Context: an optimization exercise on an open-source flow, tuned for small area and a short achievable clock period. The choices shown serve that exercise and are no tape-out recipe. At most, simulation tests tie the RTL to the original design; equivalence was not proved. For run 1, only the layout was checked, not whether the RTL still works. Power figures rest on the tool's default switching activity, not on a simulated workload.

--- design.v ---
package iq_pkg;
  localparam int IQ_W              = 16;
  localparam int RX_FIFO_ADDR_W    = 6;
  localparam int RX_FIFO_AFULL_LVL = 48;
  localparam int STAT_RX_OVF_BIT   = 6;
  localparam int STAT_RX_UDF_BIT   = 7;
  function automatic logic [7:0] rx_fifo_status(input logic ovf, input logic udf);
    logic [7:0] s;
    s                  = '0;
    s[STAT_RX_OVF_BIT] = ovf;
    s[STAT_RX_UDF_BIT] = udf;
    rx_fifo_status = s;
  endfunction
endpackage
module iq_dpram #(
  parameter int DEPTH = 64,
  parameter int WIDTH = 32,
  parameter int NLO   = 8,
  parameter int NHI   = 8
) (
  input  logic                         clk_in,
  input  logic [DEPTH-1:0]             wr_sel,
  input  logic [WIDTH-1:0]             wr_dat,
  input  logic [NLO-1:0]               rd_lo,
  input  logic [NLO-1:0]               rd_lo_n,
  input  logic [NHI-1:0]               rd_hi,
  output logic [WIDTH-1:0]             rd_dat
);
  logic [DEPTH-1:0][WIDTH-1:0] mem_q;
  logic [NHI-1:0][WIDTH-1:0]   grp;
  logic [NLO-1:0][WIDTH-1:0]   lo_sel;
  always_comb begin
    for (int k = 0; k < NLO; k++)
      lo_sel[k] = {{(WIDTH-WIDTH/2){~rd_lo_n[k]}}, {(WIDTH/2){rd_lo[k]}}};
  end
  always_ff @(posedge clk_in) begin
    for (int i = 0; i < DEPTH; i++)
      if (wr_sel[i]) mem_q[i] <= wr_dat;
  end
  always_comb begin
    rd_dat = '0;
    for (int j = 0; j < NHI; j++) begin
      grp[j] = '0;
      for (int k = 0; k < NLO; k++)
        grp[j] = grp[j] | (mem_q[j*NLO+k] & lo_sel[k]);
      rd_dat = rd_dat | (grp[j] & {WIDTH{rd_hi[j]}});
    end
  end
endmodule
import iq_pkg::*;
module rx_iq_fifo #(
  parameter int DATA_W    = IQ_W,
  parameter int ADDR_W    = RX_FIFO_ADDR_W,
  parameter int AFULL_LVL = RX_FIFO_AFULL_LVL
) (
  input  logic                     clk_in,
  input  logic                     rst,
  input  logic signed [DATA_W-1:0] in_I,
  input  logic signed [DATA_W-1:0] in_Q,
  input  logic                     in_valid,
  input  logic                     rd_req,
  output logic signed [DATA_W-1:0] out_I,
  output logic signed [DATA_W-1:0] out_Q,
  output logic                     out_valid,
  output logic [ADDR_W:0]          level,
  output logic                     empty,
  output logic                     almost_full,
  output logic                     overflow,
  output logic                     underflow,
  input  logic                     clr_flags
);
  localparam int DEPTH = 2**ADDR_W;
  localparam int LO_W  = ADDR_W / 2;
  localparam int HI_W  = ADDR_W - LO_W;
  localparam int NLO   = 2**LO_W;
  localparam int NHI   = 2**HI_W;
  logic [NLO-1:0]      wr_lo_q, rd_lo_q, rd_lo_n_q;
  logic [NHI-1:0]      wr_hi_q, rd_hi_q;
  logic [ADDR_W:0]     level_q, level_d;
  logic                empty_q, afull_q;
  logic                ovf_q, udf_q, out_vld_q;
  logic [2*DATA_W-1:0] out_q, rd_dat;
  logic                full, wr_fire, rd_fire, slot_free;
  logic [DEPTH-1:0]    wr_sel;
  assign full    = level_q[ADDR_W];
  assign rd_fire = rd_req && !empty_q;
  assign wr_fire = in_valid && (!full || rd_fire);
  assign slot_free = !full || rd_req;
  always_comb begin
    for (int i = 0; i < DEPTH; i++) begin
      wr_sel[i] = slot_free && wr_hi_q[i / NLO] && wr_lo_q[i % NLO];
    end
  end
  logic            wr_only, rd_only;
  logic [ADDR_W:0] level_inc, level_dec;
  logic            lvl_is1, lvl_is47, lvl_is48;
  assign wr_only   = wr_fire && !rd_fire;
  assign rd_only   = rd_fire && !wr_fire;
  assign level_inc = level_q + 1'b1;
  assign level_dec = level_q - 1'b1;
  assign lvl_is1   = (level_q == (ADDR_W+1)'(1));
  assign lvl_is47  = (level_q == (ADDR_W+1)'(AFULL_LVL-1));
  assign lvl_is48  = (level_q == (ADDR_W+1)'(AFULL_LVL));
  always_comb begin
    level_d = level_q;
    if (wr_only) level_d = level_inc;
    if (rd_only) level_d = level_dec;
  end
  always_ff @(posedge clk_in) begin
    if (rst) begin
      wr_lo_q   <= NLO'(1);
      wr_hi_q   <= NHI'(1);
      rd_lo_q   <= NLO'(1);
      rd_lo_n_q <= ~NLO'(1);
      rd_hi_q   <= NHI'(1);
      level_q   <= '0;
      empty_q   <= 1'b1;
      afull_q   <= 1'b0;
      ovf_q     <= 1'b0;
      udf_q     <= 1'b0;
      out_vld_q <= 1'b0;
    end else begin
      if (wr_fire) begin
        wr_lo_q <= {wr_lo_q[NLO-2:0], wr_lo_q[NLO-1]};
        if (wr_lo_q[NLO-1]) wr_hi_q <= {wr_hi_q[NHI-2:0], wr_hi_q[NHI-1]};
      end
      if (rd_fire) begin
        rd_lo_q   <= {rd_lo_q[NLO-2:0], rd_lo_q[NLO-1]};
        rd_lo_n_q <= {rd_lo_n_q[NLO-2:0], rd_lo_n_q[NLO-1]};
        if (rd_lo_q[NLO-1]) rd_hi_q <= {rd_hi_q[NHI-2:0], rd_hi_q[NHI-1]};
      end
      level_q   <= level_d;
      empty_q   <= (empty_q && !in_valid) || (lvl_is1 && rd_only);
      afull_q   <= (afull_q && !(lvl_is48 && rd_only)) || (lvl_is47 && wr_only);
      ovf_q     <= (ovf_q && !clr_flags) || (in_valid && !wr_fire);
      udf_q     <= (udf_q && !clr_flags) || (rd_req && !rd_fire);
      out_vld_q <= rd_fire;
    end
  end
  always_ff @(posedge clk_in) begin
    if (rst)          out_q <= '0;
    else if (rd_fire) out_q <= rd_dat;
  end
  iq_dpram #(
    .DEPTH (DEPTH),
    .WIDTH (2*DATA_W),
    .NLO   (NLO),
    .NHI   (NHI)
  ) u_ram (
    .clk_in (clk_in),
    .wr_sel (wr_sel),
    .wr_dat ({in_Q, in_I}),
    .rd_lo  (rd_lo_q),
    .rd_lo_n(rd_lo_n_q),
    .rd_hi  (rd_hi_q),
    .rd_dat (rd_dat)
  );
  assign out_I       = out_q[DATA_W-1:0];
  assign out_Q       = out_q[2*DATA_W-1:DATA_W];
  assign out_valid   = out_vld_q;
  assign level       = level_q;
  assign empty       = empty_q;
  assign almost_full = afull_q;
  assign overflow    = ovf_q;
  assign underflow   = udf_q;
endmodule
--- run.sh ---
#!/bin/bash
# synth_recipe.tcl (not shown) runs the flow's synth.tcl, then flattens the netlist and writes it again
# the make line also repeats each setting of config.mk as NAME=value (left out here)
make -C /OpenROAD-flow-scripts/flow DESIGN_CONFIG=/design/flow/config.mk WORK_HOME=/design/flow/orfs CLKGATE_MAP_FILE= SYNTH_SCRIPT=/design/flow/synth_recipe.tcl finish
--- config.mk ---
export PLATFORM = sky130hd
export DESIGN_NAME = rx_iq_fifo
export DESIGN_NICKNAME = rx_iq_fifo
export VERILOG_FILES = /design/flow/design.v
export SDC_FILE = /design/flow/constraint.sdc
export NUM_CORES = 4
export LEC_CHECK = 0
export CAP_MARGIN = 10
export CORE_MARGIN = 2
export CORE_UTILIZATION = 60
export CTS_CLUSTER_DIAMETER = 80
export CTS_CLUSTER_SIZE = 20
export PLACE_DENSITY = 0.7
export SETUP_SLACK_MARGIN = 1.2
export SLEW_MARGIN = 10
--- constraint.sdc ---
create_clock -name core_clock -period 3.5 [get_ports {clk_in}]
set_input_delay 0.7000 -clock core_clock [delete_from_list [all_inputs] [get_ports {clk_in}]]
set_output_delay 0.7000 -clock core_clock [all_outputs]
set_load 0.01 [all_outputs]
==> impl_metrics.env, run 1 <==
export IMPL_status="no timing/DRC/antenna violations"
export IMPL_globalplace_congestion=0.8047
export IMPL_crit_chain="buf_8 > a22oi_1 > nand4_1 > a222oi_1 > nand2_1 > nor3_2 > nor3_1"
export IMPL_startpoint="rd_lo_q[5]"
export IMPL_finalMaxSlewViolations=0
export IMPL_power_mw=43.42
export IMPL_cts_made_buffers=116
export IMPL_hpwl_mm=113.2
export IMPL_die_area_mm2=0.1308
export IMPL_synth_fa_ha_area_share_pct=0.09780
export IMPL_finalCritPeriodShare_pct=70.44
export IMPL_drc=0
export IMPL_setup_viol=0
export IMPL_start_kind="register"
export IMPL_post_dp_cell_area_mm2=0.08084
export IMPL_syn_inst=4126
export IMPL_hold_buffers=0
export IMPL_hold_viol=0
export IMPL_p_clk_share_pct=32.5
export IMPL_synthFlopType="edfxtp_1"
export IMPL_p_int_mw=34.67
export IMPL_arrival_ns=3.11
export IMPL_synth_compound_area_share_pct=13.11
export IMPL_critPathKind="register to register"
export IMPL_relSlewSlack_pct=18.97
export IMPL_worst_pin_slew_ns=1.215
export IMPL_fin_crit_ns=2.465
export IMPL_end_kind="register"
export IMPL_ys_async_sr_fraction_pct=0
export IMPL_gr_usage_all_layers_pct=33.53
export IMPL_gr_total_overflow=0
export IMPL_synth_avg_cell_area_um2=18.60
export IMPL_rows=131
export IMPL_min_from="rst"
export IMPL_yosysTopAreaCell="edfxtp_1"
export IMPL_ys_warn_count=2
export IMPL_synth_top_family_by_area="compound AO/OA/AOI/OAI gates"
export IMPL_synthToLayoutAreaGrowth_pct=11.87
export IMPL_grt_pass1_vias=42512
export IMPL_ys_types=49
export IMPL_slowest_stage="a222oi_1"
export IMPL_pin_count=81
export IMPL_antenna_found_initial=9
export IMPL_htree_levels=3
export IMPL_ir_drop_v=0.0004458
export IMPL_grt_max_degree=77
export IMPL_p_sw_mw=8.746
export IMPL_yosys_area_share_simple_pct=2.461
export IMPL_syn_area_mm2=0.07676
export IMPL_drt_iter0_drc=8158
export IMPL_die_w_um=361.7
export IMPL_detail_route_antenna_nets=0
export IMPL_nNetsFinal=4393
export IMPL_fmax_mhz=405.6
export IMPL_rsz0062_at_grt="true"
export IMPL_muxShareOfSynthArea_pct=0.01304
export IMPL_synth_xor_area_share_pct=0.06846
export IMPL_drive_gt1_share_pct=14.78
export IMPL_wl_per_cell_um=36.64
export IMPL_fin_worst_skew_ns=0.02453
export IMPL_swShare_pct=20.14
export IMPL_ys_ff_latch=2132
export IMPL_synth_area_top_cells="edfxtp_1, a22oi_1, dfxtp_1, a41oi_1, nand4_1"
export IMPL_cts_tree="done"
export IMPL_critPathMaxStageDelay_ns=0.69
export IMPL_synth_nets=4169
export IMPL_cts_clk_slew_worst_paths_ns=0.08
export IMPL_holdCritPathClass="input pin to register"
export IMPL_synth_edff_count=2048
export IMPL_dr_pass1_iters=8
export IMPL_cp_max_fo=16
export IMPL_cts_sinks=2132
export IMPL_combPwrFrac_pct=2.8
export IMPL_ys_seq_area_share_pct=82.31
export IMPL_netlist_area_leader_share_pct=80.12
export IMPL_vias=45240
export IMPL_portBuffers=80
export IMPL_r2r_start="rd_lo_q[5]"
export IMPL_stdcell_area_mm2=0.08587
export IMPL_tns_ns=0
export IMPL_core_region_area_mm2=0.1272
export IMPL_clkLatencyLatePin_ns=0.77
export IMPL_required_ns=4.14
export IMPL_viasPerCell=7.397
export IMPL_cts_path_max_buffers=3
export IMPL_power_leakage_nw=27.06
export IMPL_start_util_pct=60.35
export IMPL_chipHeight_um=361.7
export IMPL_power_frac_seq_pct=64.7
export IMPL_num_fill_cells=8071
export IMPL_pwr_density_cell_mw_per_mm2=505.7
export IMPL_grt_pass1_wl_mm=310.3
export IMPL_maxCapViolCount=0
export IMPL_routed_wl_mm=224.1
export IMPL_cts_root_buf="clkbuf_16"
## power by group through the flow
stage | logic (mW) | clock network [mW] | registers [mW]
2_1_floorplan | 0.438 | 0 | 28.6
3_3_place_gp | 1.09 | 0 | 28.7
3_5_place_dp | 1.12 | 0 | 28.7
4_1_cts | 1.15 | 14.1 | 28.1
5_1_grt | 1.28 | 15.0 | 28.1
6_report | 1.21 | 14.1 | 28.1
## cells in the final DEF, fill, tap and decap left out, drive strengths merged, types with 24 or more instances in the layout
cell type / Yosys / routed
dfxtp: 84 / 84
nand2: 93 / 93
and3: 64 / 64
a41oi: 168 / 168
nor2: 36 / 36
edfxtp: 2048 / 2048
dlygate4sd2: 0 / 42
nand4: 91 / 91
a21oi: 53 / 53
inv: 18 / 24
clkbuf: 125 / 219
a22oi: 1025 / 1025
buf: 158 / 336
a2111oi: 28 / 28
## cell usage after synthesis (3+ instances only)
master and number:
inv_2 9, nand2_1 93, ha_1 6, buf_2 84
dfxtp_1 84, xor2_1 4, o21ai_0 3, and3_1 64
nor4_1 18, a22oi_2 3, clkinv_1 3, buf_6 28
o21ai_1 4, a41oi_1 168, nand2b_1 3, o21bai_1 8
buf_1 38, nor2_1 36, nor3b_1 9, a2111oi_0 26
clkbuf_1 125, nor3_1 20, nand4_1 91, buf_4 8
a22oi_1 1022, a222oi_1 16, nand3_1 14, inv_1 9
a21oi_1 53, edfxtp_1 2048, a31oi_1 8
## worst paths after layout
check             end  slack, ns  cells past startpoint
min           afull_q       0.49                      2
min reg2reg   afull_q       0.49                      2
max          out_q[4]       1.03                      7
max reg2reg  out_q[4]       1.03                      7
## layout make-up
class	instances	area [µm²]	share of cell area [%]
Inverter	21	170.2	0.1982
Timing Repair Buffer	389	4314	5.024
Clock inverter	7	61.31	0.07140
Antenna cell	2	5.005	0.005828
Multi-Input combinational cell	1690	12700	14.79
Sequential cell	2132	63250	73.66
Tap cell	1662	2079	2.422
Clock buffer	213	3288	3.829
## critical path: cells and delay by family (launching register included)
family                 cells  cell delay [ns]
AO/OA/AOI/OAI              2             0.89
buffers and inverters      1             0.22
flip-flops                 1             0.46
AND/OR/NAND/NOR            4             0.76
## cells by family (layout without fill, tap and decap cells)
family / after synthesis / in the layout
AO/OA/AOI/OAI: 1320 / 1320
XOR/XNOR: 6 / 6
adder cells (fa/ha/maj): 6 / 6
buffers and inverters: 304 / 630
flip-flops: 2132 / 2132
multiplexers: 1 / 1
other: 0 / 2
AND/OR/NAND/NOR: 357 / 357
## layer usage
metal	up-vias	share of wire, %	routed length, µm	global-route usage, %
met1	23068	36	81630	49.27
li1	17942	-	-	-
met2	3731	45	101500	50.02
met4	8	4.0	8946	12.67
met5	-	0.021	46	0
met3	491	14	32010	7.288
## flip-flops by register name (all words and copies together), names as in the netlist
register	flops
out_q	32
ovf_q	1
wr_hi_q	8
empty_q	1
level_q	7
rd_hi_q	8
rd_lo_q	8
wr_lo_q	8
out_vld_q	1
rd_lo_n_q	8
udf_q	1
u_ram.mem_q	2048
afull_q	1
## through the flow
step | instances | worst slack, ns | hold WS (ns) | util [%]
global route | 6114 | 0.9886 | 0.4863 | 67.51
CTS | 6064 | 1.045 | 0.4341 | 66.67
global placement | 5812 | 0.5237 | 0.4895 | 63.56
floorplan | 4126 | 1.133 | 0.4440 | -
finish | 6116 | 1.035 | 0.4893 | 67.51
detailed placement | 5812 | 0.5307 | 0.4839 | 63.56
## timing repair
item,4_1_cts,5_1_grt
setup endpoints to repair,76,30
pin swaps,7,54
resized for setup,128,99
setup buffers,31,44
gates cloned,1,6
endpoints found under the hold margin,0,0
==> run 2: changes to the inputs <==
--- a/design.v
+++ b/design.v
@@ -74,6 +74,8 @@
   localparam int HI_W  = ADDR_W - LO_W;
   localparam int NLO   = 2**LO_W;
   localparam int NHI   = 2**HI_W;
+  localparam logic [NLO-1:0] LO_FIRST = NLO'(1);
+  localparam logic [NHI-1:0] HI_FIRST = NHI'(1);
   logic [NLO-1:0]      wr_lo_q, rd_lo_q, rd_lo_n_q;
   logic [NHI-1:0]      wr_hi_q, rd_hi_q;
   logic [ADDR_W:0]     level_q, level_d;
@@ -108,11 +110,11 @@
   end
   always_ff @(posedge clk_in) begin
     if (rst) begin
-      wr_lo_q   <= NLO'(1);
-      wr_hi_q   <= NHI'(1);
-      rd_lo_q   <= NLO'(1);
-      rd_lo_n_q <= ~NLO'(1);
-      rd_hi_q   <= NHI'(1);
+      wr_lo_q   <= LO_FIRST;
+      wr_hi_q   <= HI_FIRST;
+      rd_lo_q   <= LO_FIRST;
+      rd_lo_n_q <= ~LO_FIRST;
+      rd_hi_q   <= HI_FIRST;
       level_q   <= '0;
       empty_q   <= 1'b1;
       afull_q   <= 1'b0;
==> flow/run.sh (new file) <==
#!/bin/bash
# The standard layout, with plain buffers (not delay cells) on the ports and a clock
# tree without dummy balancing loads. Make's full output goes to standard.log here.
set -euo pipefail
export BUFFER_PORTS_ARGS="-buffer_cell sky130_fd_sc_hd__buf_2"
export CTS_ARGS="-sink_clustering_enable -repair_clock_nets -sink_clustering_size 20 -sink_clustering_max_diameter 80 -dont_use_dummy_load"
bash standard.sh > standard.log 2>&1
==> standard.sh (new file) <==
#!/bin/bash
# synth_recipe.tcl (not shown) runs the flow's synth.tcl, then flattens the netlist and writes it again
# the make line also repeats each setting of config.mk as NAME=value (left out here)
make -C /OpenROAD-flow-scripts/flow DESIGN_CONFIG=/design/flow/config.mk WORK_HOME=/design/flow/orfs CLKGATE_MAP_FILE= SYNTH_SCRIPT=/design/flow/synth_recipe.tcl "${@:-finish}"
--- a/config.mk
+++ b/config.mk
@@ -11,5 +11,5 @@
 export CTS_CLUSTER_DIAMETER = 80
 export CTS_CLUSTER_SIZE = 20
 export PLACE_DENSITY = 0.7
-export SETUP_SLACK_MARGIN = 1.2
+export SETUP_SLACK_MARGIN = 1.3
 export SLEW_MARGIN = 10
removed: run.sh
==> run 2 against run 1 <==
Net effect: non-clock buffer count fell by 31; setup slack better by 0.045 ns; largest cell class unchanged; count of clock-buffer cells in the layout decreased by 97; die area shrank 0.14%; maximum frequency grew 1.9%; global-route usage grew 0.46 points; sequential share of layout area grew 0.49 points; power shrank 0.21%; still clean; critical path depth up 1; first-iteration DRC count is 2.1% lower; cell count decreased by 2.1%; synthesized cell count is essentially flat.
==> impl_metrics.env, run 2 <==
export IMPL_status="no timing/DRC/antenna violations"
export IMPL_dr_pass1_iters=6
export IMPL_synthFlopType="edfxtp_1"
export IMPL_p_clk_share_pct=30.7
export IMPL_drive_gt1_share_pct=15.46
export IMPL_worst_pin_slew_ns=1.299
export IMPL_min_from="clr_flags"
export IMPL_power_frac_seq_pct=64.9
export IMPL_r2r_start="rd_lo_q[5]"
export IMPL_die_w_um=361.4
export IMPL_pre_cts_slack_ns=0.5855
export IMPL_vias=45001
export IMPL_antenna_found_initial=5
export IMPL_cts_tree="done"
export IMPL_synth_fa_ha_area_share_pct=0.09795
export IMPL_viasPerCell=7.515
export IMPL_cp_max_fo=7
export IMPL_synth_nets=4173
export IMPL_chipHeight_um=361.4
export IMPL_syn_area_mm2=0.07665
export IMPL_hpwl_mm=114.1
export IMPL_ir_drop_v=0.0004899
export IMPL_holdCritPathClass="input pin to register"
export IMPL_slowest_stage="a222oi_1"
export IMPL_cts_root_buf="clkbuf_16"
export IMPL_syn_inst=4130
export IMPL_regMostFlops="u_ram.mem_q"
export IMPL_critPathMaxStageDelay_ns=0.70
export IMPL_ys_seq_area_share_pct=82.43
export IMPL_routed_wl_mm=228.3
export IMPL_ys_ff_latch=2132
export IMPL_synth_avg_cell_area_um2=18.56
export IMPL_core_region_area_mm2=0.1272
export IMPL_synth_xor_area_share_pct=0.06856
export IMPL_synth_top_family_by_area="compound AO/OA/AOI/OAI gates"
export IMPL_p_int_mw=34.43
export IMPL_htree_levels=3
export IMPL_cts_clk_slew_worst_paths_ns=0.08
export IMPL_rows=131
export IMPL_nNetsFinal=4366
export IMPL_grt_pass1_wl_mm=313.6
export IMPL_synth_edff_count=2048
export IMPL_cts_sinks=2132
export IMPL_gr_usage_all_layers_pct=33.99
export IMPL_synth_most_common_cell="edfxtp_1"
export IMPL_startpoint="rd_lo_q[5]"
export IMPL_synthTopCellsByCount="edfxtp_1, a22oi_1, a41oi_1"
export IMPL_finalMaxSlewViolations=0
export IMPL_power_leakage_nw=25.60
export IMPL_largest_reg_flops=2048
export IMPL_grt_max_degree=81
export IMPL_maxCapViolCount=0
export IMPL_worst_slack_ns=1.080
export IMPL_layout_commonest_cell="edfxtp_1"
export IMPL_critPathKind="register to register"
export IMPL_cts_made_buffers=116
export IMPL_arrival_ns=3.04
export IMPL_swShare_pct=20.53
export IMPL_path_delay_family="compound AO/OA/AOI/OAI gates"
export IMPL_ys_async_sr_fraction_pct=0
export IMPL_relSlewSlack_pct=13.39
export IMPL_power_mw=43.33
export IMPL_drt_iter0_drc=7989
export IMPL_mostFrequentLayoutCells="edfxtp_1, a22oi_1, a41oi_1"
export IMPL_required_ns=4.12
export IMPL_end_kind="register"
export IMPL_yosys_area_share_simple_pct=2.538
export IMPL_rsz0062_at_grt="true"
export IMPL_p_sw_mw=8.893
export IMPL_fmax_mhz=413.1
export IMPL_wl_per_cell_um=38.13
export IMPL_reg_top3="u_ram.mem_q x2048, out_q x32"
export IMPL_clkLatencyLatePin_ns=0.76
export IMPL_die_area_mm2=0.1306
export IMPL_pwr_density_cell_mw_per_mm2=508.0
export IMPL_pin_count=81
export IMPL_muxShareOfSynthArea_pct=0.01306
export IMPL_hold_buffers=0
export IMPL_tns_ns=0
export IMPL_cts_path_max_buffers=3
export IMPL_fin_crit_ns=2.420
export IMPL_combPwrFrac_pct=4.4
export IMPL_start_kind="register"
export IMPL_start_util_pct=60.26
export IMPL_ys_types=47
export IMPL_finalCritPeriodShare_pct=69.16
export IMPL_gr_total_overflow=0
export IMPL_synthToLayoutAreaGrowth_pct=11.27
export IMPL_path_buf_inv=2
export IMPL_fin_worst_skew_ns=0.03249
export IMPL_grt_pass1_vias=42332
export IMPL_yosysTopAreaCell="edfxtp_1"
export IMPL_setup_viol=0
export IMPL_crit_chain="buf_4 > buf_4 > a22oi_2 > nand4_1 > a222oi_1 > nand3_1 > nor3_2 > nor3_1"
export IMPL_cpMostUsedCell="buf_4"
export IMPL_detail_route_antenna_nets=0
export IMPL_synth_area_top_cells="edfxtp_1, a22oi_1, dfxtp_1, a41oi_1, nand4_1"
export IMPL_portBuffers=80
export IMPL_hold_viol=0
export IMPL_synth_compound_area_share_pct=13.07
export IMPL_num_fill_cells=8136
export IMPL_globalplace_congestion=0.8051
export IMPL_netlist_area_leader_share_pct=80.24
export IMPL_ys_warn_count=2
export IMPL_drc=0
==> run 2: cell count changes after synthesis, sizes merged, moves of 7 or more <==
cell | before | now
a2111oi | 28 | 21
a21oi | 53 | 65
a41oi | 168 | 157
buf | 158 | 143
clkbuf | 125 | 140
nand2 | 93 | 76
nand4 | 91 | 104
==> run 2: final cells by class <==
cell class,count,area [µm²],area share [%]
Multi-Input combinational cell,1694,12790,14.99
Timing Repair Buffer,358,4068,4.769
Antenna cell,5,12.51,0.01467
Clock buffer,116,2903,3.404
Tap cell,1662,2079,2.438
Inverter,21,196.4,0.2303
Sequential cell,2132,63240,74.15
==> run 2: timing repair <==
item,4_1_cts,5_1_grt
cloned,5,9
endpoints found under the hold margin,0,0
endpoints found under the setup margin,35,131
pin swaps,24,50
setup buffers,47,17
gates resized for setup,94,120
==> run 2: worst paths after layout <==
path                                  end  slack, ns  cells past startpoint
worst max-delay path            out_q[15]       1.08                      8
worst min register to register    afull_q       0.50                      2
worst min-delay path                ovf_q       0.28                      4
worst max register to register  out_q[15]       1.08                      8
==> run 2: worst reg2reg max path: cells and delay by family (launching register included) <==
family / cells / cell delay [ns]
buffers and inverters: 2 / 0.30
DFF: 1 / 0.43
AOI/OAI and AO/OA: 2 / 0.86
and+or+nand+nor: 4 / 0.70
==> run 2: cell families after synthesis <==
group	Yosys count
AO/OA/AOI/OAI	1319
adder cells (fa/ha/maj)	6
buffers and inverters	304
XOR/XNOR	6
flip-flops	2132
AND/OR/NAND/NOR	362
multiplexers	1
==> run 2: metal layers <==
| layer | GRT usage, % | wire length (µm) | vias to the layer above | share of wire [%] |
|---|---|---|---|---|
| met5 | 0 | 0 | - | 0 |
| met4 | 15.17 | 11930 | 0 | 5.2 |
| met3 | 7.098 | 29220 | 584 | 13 |
| met2 | 52.70 | 106400 | 3679 | 47 |
| met1 | 47.20 | 80810 | 22952 | 35 |
| li1 | - | - | 17786 | - |
==> run 2: power by group through the flow <==
| stage | combinational [mW] | sequential [mW] | clock, mW |
|---|---|---|---|
| floorplan | 0.823 | 28.7 | 0 |
| global placement | 1.64 | 28.7 | 0 |
| detailed placement | 1.67 | 28.7 | 0 |
| CTS | 1.80 | 28.1 | 13.3 |
| global route | 2.02 | 28.1 | 14.1 |
| finish | 1.92 | 28.1 | 13.3 |
==> run 2: through the flow <==
step | hold slack, ns | std cells | instance area [µm²] | util (%)
global route | 0.2964 | 5984 | 85280 | 67.05
finish | 0.2762 | 5988 | 85290 | 67.05
floorplan | 0.4571 | 4130 | 76780 | -
CTS | 0.2410 | 5957 | 84300 | 66.28
detailed placement | 0.4798 | 5789 | 80240 | 63.08
global placement | 0.4665 | 5789 | 80240 | 63.08
==> run 3: changes to the inputs <==
--- a/config.mk
+++ b/config.mk
@@ -11,5 +11,5 @@
 export CTS_CLUSTER_DIAMETER = 80
 export CTS_CLUSTER_SIZE = 20
 export PLACE_DENSITY = 0.7
-export SETUP_SLACK_MARGIN = 1.3
+export SETUP_SLACK_MARGIN = 1.25
 export SLEW_MARGIN = 10
==> run 3 against run 2 <==
Net effect: still clean on timing, DRC and antenna; power hardly changed; critical path depth is 1 lower; wire length is 0.17% lower; first-iteration DRC count is 6.2% lower; sequential power hardly changed; setup slack worse by 0.11 ns; non-clock buffer count is 13 higher; synthesized area stayed put; worst hold slack worse by 0.033 ns; clock power hardly changed; design area is 0.50% lower; critical path type unchanged; highest routed layer is now met5.
==> impl_metrics.env, run 3 <==
export IMPL_status="no timing/DRC/antenna violations"
export IMPL_htree_levels=3
export IMPL_netlist_area_leader_share_pct=80.24
export IMPL_cts_path_max_buffers=3
export IMPL_p_clk_share_pct=30.7
export IMPL_finish_utilization_pct=66.72
export IMPL_drc=0
export IMPL_pre_cts_slack_ns=0.6167
export IMPL_synthFlopType="edfxtp_1"
export IMPL_dr_pass1_iters=8
export IMPL_layout_cells_non_filler=6001
export IMPL_tns_ns=0
export IMPL_cts_root_buf="clkbuf_16"
export IMPL_start_kind="register"
export IMPL_holdCritPathClass="input pin to register"
export IMPL_globalplace_congestion=0.8340
export IMPL_gr_usage_all_layers_pct=34.29
export IMPL_p_int_mw=34.42
export IMPL_dp_cells=5816
export IMPL_antenna_found_initial=10
export IMPL_ys_types=47
export IMPL_ys_ff_latch=2132
export IMPL_regMostFlops="u_ram.mem_q"
export IMPL_finalCritPeriodShare_pct=72.39
export IMPL_setup_viol=0
export IMPL_arrival_ns=3.17
export IMPL_worst_pin_slew_ns=1.237
export IMPL_nNetsFinal=4381
export IMPL_cts_tree="done"
export IMPL_mostFrequentLayoutCells="edfxtp_1, a22oi_1, buf_4"
export IMPL_swShare_pct=20.53
export IMPL_crit_chain="buf_12 > a22oi_2 > nand4_1 > a222oi_1 > nand3_1 > o21ai_2 > nor2_1"
export IMPL_hold_buffers=0
export IMPL_syn_inst=4130
export IMPL_synth_avg_cell_area_um2=18.56
export IMPL_ys_seq_area_share_pct=82.43
export IMPL_syn_area_mm2=0.07665
export IMPL_hpwl_mm=120.3
export IMPL_p_sw_mw=8.893
export IMPL_finalMaxSlewViolations=0
export IMPL_grt_max_degree=82
export IMPL_cts_clk_slew_worst_paths_ns=0.08
export IMPL_grt_pass1_wl_mm=315.2
export IMPL_wl_per_cell_um=37.98
export IMPL_core_region_area_mm2=0.1272
export IMPL_synth_most_common_cell="edfxtp_1"
export IMPL_pin_count=81
export IMPL_worst_slack_ns=0.9663
export IMPL_critPathMaxStageDelay_ns=0.93
export IMPL_yosysTopAreaCell="edfxtp_1"
export IMPL_clkLatencyLatePin_ns=0.78
export IMPL_maxCapViolCount=0
export IMPL_ir_drop_v=0.0005852
export IMPL_rsz0062_at_grt="true"
export IMPL_end_kind="register"
export IMPL_detail_route_antenna_nets=0
export IMPL_synth_area_top_cells="edfxtp_1, a22oi_1, dfxtp_1, a41oi_1, nand4_1"
export IMPL_gr_total_overflow=0
export IMPL_fin_worst_skew_ns=0.06305
export IMPL_synthTopCellsByCount="edfxtp_1, a22oi_1, a41oi_1"
export IMPL_reg_top3="u_ram.mem_q x2048, out_q x32"
export IMPL_viasPerCell=7.464
export IMPL_portBuffers=80
export IMPL_cts_sinks=2132
export IMPL_rows=131
export IMPL_power_leakage_nw=25.55
export IMPL_synth_nets=4173
export IMPL_grt_pass1_vias=42089
export IMPL_synth_edff_count=2048
export IMPL_power_frac_seq_pct=64.9
export IMPL_largest_reg_flops=2048
export IMPL_hold_viol=0
export IMPL_required_ns=4.14
export IMPL_critPathKind="register to register"
export IMPL_start_util_pct=60.26
export IMPL_ys_async_sr_fraction_pct=0
export IMPL_die_area_mm2=0.1306
export IMPL_cp_max_fo=45
export IMPL_vias=44794
export IMPL_synthToLayoutAreaGrowth_pct=10.71
export IMPL_ys_warn_count=2
export IMPL_fin_crit_ns=2.534
export IMPL_layout_commonest_cell="edfxtp_1"
export IMPL_chipHeight_um=361.4
export IMPL_relSlewSlack_pct=17.53
export IMPL_die_w_um=361.4
export IMPL_slowest_stage="a222oi_1"
export IMPL_cts_made_buffers=116
export IMPL_pwr_density_cell_mw_per_mm2=510.4
export IMPL_routed_wl_mm=227.9
export IMPL_fmax_mhz=394.7
export IMPL_drive_gt1_share_pct=15.20
export IMPL_drt_iter0_drc=7495
export IMPL_combPwrFrac_pct=4.4
[run 3: cell types whose count changed in the layout (fill, tap and decap cells not counted), sizes merged]
cell      previous run  this run
clkbuf             125       118
clkinv               5         6
diode                5         3
inv                 15        17
bufbuf               5         6
buf                344       363
clkinvlp             1         0
[run 3: worst paths after layout]
kind,start,to,slack (ns),cells after the start
setup / recovery,rd_lo_q[0],out_q[10],0.97,7
hold / removal,rd_req,udf_q,0.24,3
setup reg to reg,rd_lo_q[0],out_q[10],0.97,7
hold reg to reg,ovf_q,ovf_q,0.49,2
[run 3: logic make-up after synthesis]
kind of cell             count (synthesis)  share of synthesized area, %
flip-flops                            2132                         82.43
AO/OA/AOI/OAI                         1319                         13.07
AND/OR/NAND/NOR                        362                         2.538
buffers and inverters                  304                         1.781
XOR/XNOR                                 6                       0.06856
adder cells (fa/ha/maj)                  6                       0.09794
multiplexers                             1                       0.01306
[run 3: area by class of cell]
| type | count | area (µm²) |
|---|---|---|
| inverters | 21 | 185.2 |
| fillers | 8229 | 42340 |
| well taps | 1662 | 2079 |
| flip-flops and latches | 2132 | 63230 |
| repair inverters | 2 | 20.02 |
| diodes | 3 | 7.507 |
| multi-input cells | 1694 | 12660 |
| repair buffers | 371 | 3770 |
| clock buffers | 116 | 2903 |
[run 3: metrics by stage]
stage	power (mW)	area [µm²]	hold slack, ns
finish	43.31	84860	0.2437
global route	44.24	84850	0.2740
CTS	43.24	84350	0.2164
detailed placement	30.41	80250	0.4863
global placement	30.36	80250	0.4740
floorplan	29.48	76750	0.4571
[run 3: repair_timing]
item | in CTS | in global routing
setup buffers | 45 | 11
gates cloned | 6 | 4
pin swaps | 34 | 49
setup endpoints to repair | 32 | 47
gates resized for setup | 108 | 67
[run 3: critical path, delay by kind of cell (launching register included)]
kind	cells	cell delay, ns
and+or+nand+nor	3	0.53
AOI/OAI and AO/OA	3	1.26
buffers and inverters	1	0.20
DFF	1	0.39
[run 3: power by group through the flow]
| stage | clock network [mW] | logic, mW | registers, mW |
|---|---|---|---|
| after floorplan | 0 | 0.820 | 28.7 |
| after global routing | 14.1 | 1.99 | 28.1 |
| after CTS | 13.3 | 1.80 | 28.1 |
| final | 13.3 | 1.89 | 28.1 |
| after detailed placement | 0 | 1.69 | 28.7 |
| after global placement | 0 | 1.66 | 28.7 |
[run 3: routing by layer]
metal  global-route usage, %  wire length, µm  vias up
li1                        -                -    17804
met1                   47.25            81630    22891
met2                   53.68           106700     3499
met3                   6.545            27340      594
met4                   16.05            12230        6
met5                       0               41        -

## what the ideal ports hide
The results above use ideal ports. As a check the final layouts listed here were re-extracted and re-timed, cells and wires unchanged. Step 1: set_driving_cell puts a clkbuf_16 on clk_in and a buf_2 on each other input, an assumption about the parent block. Step 2, shift: input delay + t, output delay - t, t = (earliest + latest rising clock arrival at the registers) / 2. This alone moves slack from input paths to output paths. Slacks: no drivers / after step 1 / after step 2; pairs: no drivers / after step 1.
| run | t (ns) | setup WS [ns] | worst register clock-pin slew, ns |
|---|---|---|---|
| run 1 | 0.833 | 1.035 / 1.035 / 0.579 | 0.09 / 0.09 |
| run 2 | 0.826 | 1.080 / 1.080 / 0.905 | 0.09 / 0.09 |
| run 3 | 0.832 | 0.966 / 0.966 / 0.961 | 0.09 / 0.09 |
After both steps setup and hold are still met in every run listed. For run 1, which loses most, drivers alone change the setup slack by 0.000 ns; drivers and shift together by -0.456 ns.
